Background: an optimization exercise with open tools, aiming at small area and a short achievable clock period. Do not read the settings as production practice. The RTL was checked by simulation tests, not by an equivalence proof against the original design. Power figures rest on the tool's default switching activity, not on a simulated workload.

run A:
==> flow/design.v (excerpt) <==
module thumb_core (
    input  logic   rst,
    input  logic   reset,
    input  thumb_isa_pkg::cmd_t   cmd_i,
    input  logic   cmd_valid_i,
    output core_types_pkg::wb_t    wb_o,
    output core_types_pkg::flags_t flags_o
);
Size in the first run: about 61 I/O pins.
clock: 13.5 ns
lec_check: 0
cap_margin: 20
core_margin: 2
core_utilization: 50
setup_slack_margin: 4
slew_margin: 20
run.sh (not shown) runs the stock make flow with config.mk's settings and CLKGATE_MAP_FILE= SYNTH_SCRIPT=/design/flow/synth_recipe.tcl, a recipe that flattens the netlist after the stock synthesis.
Input changes introduced in run B (baseline for comparison: run A):
Settings: a change of SETUP_SLACK_MARGIN from 4 to 5.
==> run summary <==
- As far as parity-gate share of the synthesized area counting xor and xnor cells goes, run A and run B are indistinguishable; the numbers are identical.
- Portion of the layout cell area used by non-clock buffers, run B and run A: lower on run A
- Leakage power delta for run B relative to run A: about 1.7% higher
- The higher count of plain and timing-repair buffers in the layout of run B and run A is in run B.
- In the tables for run B and run A, final design utilization reads lower with run A.
- Run B ended with less critical path depth than run A.
- Worst setup slack: run B better than run A
- On first-iteration DRC count, run A tracks run B almost exactly.
- Run B: global-route track usage on met3 is 1.5 points higher than what run A reported.
- Re number of setup buffers added after CTS: run B and run A aren't equal, and the lower value belongs to run A.
Setup changes, run B to run C
Settings: removing SETUP_SLACK_MARGIN (formerly 5).
==> flow/flow/run.sh (new file) <==
#!/bin/bash
set -euo pipefail
MARGIN=6.5
bash standard.sh "SETUP_SLACK_MARGIN=$MARGIN" \
    "BUFFER_PORTS_ARGS=-buffer_cell sky130_fd_sc_hd__buf_4" finish > make_finish.log 2>&1
==> flow/standard.sh (new file) <==
#!/bin/bash
# synth_recipe.tcl (not shown) runs the flow's synth.tcl, then flattens the netlist and writes it again
# the make line also repeats each setting of config.mk as NAME=value (left out here)
make -C /OpenROAD-flow-scripts/flow DESIGN_CONFIG=/design/flow/config.mk WORK_HOME=/design/flow/orfs CLKGATE_MAP_FILE= SYNTH_SCRIPT=/design/flow/synth_recipe.tcl "${@:-finish}"
removed: flow/run.sh
Results
Summary: shortest clock period the worst path allows after layout, run C better than run B. Relative to run B, area taken by multi-input logic gates has increased by about 10% in run C. Relative to run B, worst hold slack decreased by 18 ps in run C. Setup WNS run B -> run C: better. Of run C and run B, the higher register area belongs to run C. Comparing run C and run B, the higher fraction of area in multi-input gates was measured on run B. For number of clock buffers in the layout, dividing the value from run C by the value from run B gives 1.13. The data required time at the worst endpoint on run B is in line with that on run C. Total length of routed wires up about 3.2% in run C wrt run B. Area of all placed cells without fillers delta (run C − run B): unfavourable.

rev 12:
Another version of the RTL of thumb_core (not shown whole).
For scale: ~420 flip-flops, roughly 61 I/O pins.
clock: 13.5 ns
lec_check: 0
cap_margin: 20
core_margin: 2
core_utilization: 50
setup_slack_margin: 5
slew_margin: 20
Stock flow here: none of the scripts above is used.
### rev 12 -> rev 13
==> flow/flow/run.sh (new file) <==
#!/bin/bash
set -euo pipefail
MARGIN=6
bash standard.sh "SETUP_SLACK_MARGIN=$MARGIN" \
    "BUFFER_PORTS_ARGS=-buffer_cell sky130_fd_sc_hd__buf_4" finish > make_finish.log 2>&1
==> flow/standard.sh (new file) <==
#!/bin/bash
# synth_recipe.tcl (not shown) runs the flow's synth.tcl, then flattens the netlist and writes it again
# the make line also repeats each setting of config.mk as NAME=value (left out here)
make -C /OpenROAD-flow-scripts/flow DESIGN_CONFIG=/design/flow/config.mk WORK_HOME=/design/flow/orfs CLKGATE_MAP_FILE= SYNTH_SCRIPT=/design/flow/synth_recipe.tcl "${@:-finish}"
--- a/flow/config.mk
+++ b/flow/config.mk
@@ -9,4 +9,3 @@
 export CORE_MARGIN = 2
 export CORE_UTILIZATION = 50
-export SETUP_SLACK_MARGIN = 5
 export SLEW_MARGIN = 20
removed: flow/run.sh
## What came out
- Count of clock buffers in the final design (higher): rev 13
- The maximum clock frequency of rev 13 is higher than that of rev 12.
- Between rev 12 and rev 13, the number of cells on the critical path is higher for rev 13.
- In terms of number of placed instances with taps included, rev 13 and rev 12 differ only marginally.
- Relative to rev 12, final setup slack of the worst path increased by 690 ps in rev 13.
- Across both runs, number of cells in the finished layout apart from fillers was higher for rev 13 than for rev 12.
- In the route summary, rev 13 ends up with a via count exceeding that of rev 12.

[port drivers added, routing unchanged]
In the flow no input, the clock included, has a driving cell. The finished layouts below were timed again as built, in two steps.
Step 1: set_driving_cell puts a clkbuf_16 on rst and a buf_2 on each other input, an assumption about the parent block.
Step 2 times the ports against the registers' clock, not the clock port: input delays grow and output delays shrink by t, the midpoint of the rising clock arrivals with the driver on.
a / b / c = ideal / step 1 / step 2; a / b = the first two.
run	shift t [ns]	setup WS [ns]	hold slack, ns	latest minus earliest clock arrival (ns)	slew at the worst register clock pin (ns)
run A	0.693	3.985 / 3.914 / 3.466	0.590 / 0.590 / 0.590	0.058 / 0.058	0.07 / 0.07
run B	0.698	4.977 / 4.904 / 4.356	0.590 / 0.590 / 0.590	0.059 / 0.059	0.07 / 0.07
run C	0.710	5.990 / 5.916 / 5.586	0.571 / 0.571 / 0.571	0.034 / 0.034	0.07 / 0.07
rev 12	0.703	5.067 / 4.990 / 4.460	0.588 / 0.588 / 0.588	0.041 / 0.041	0.07 / 0.07
rev 13	0.698	5.762 / 5.744 / 5.046	0.590 / 0.590 / 0.590	0.039 / 0.038	0.07 / 0.07
After both steps every run listed still meets setup and hold. The setup slack of rev 13, which loses most, moves by -0.018 ns with the drivers and by -0.716 ns with both steps.
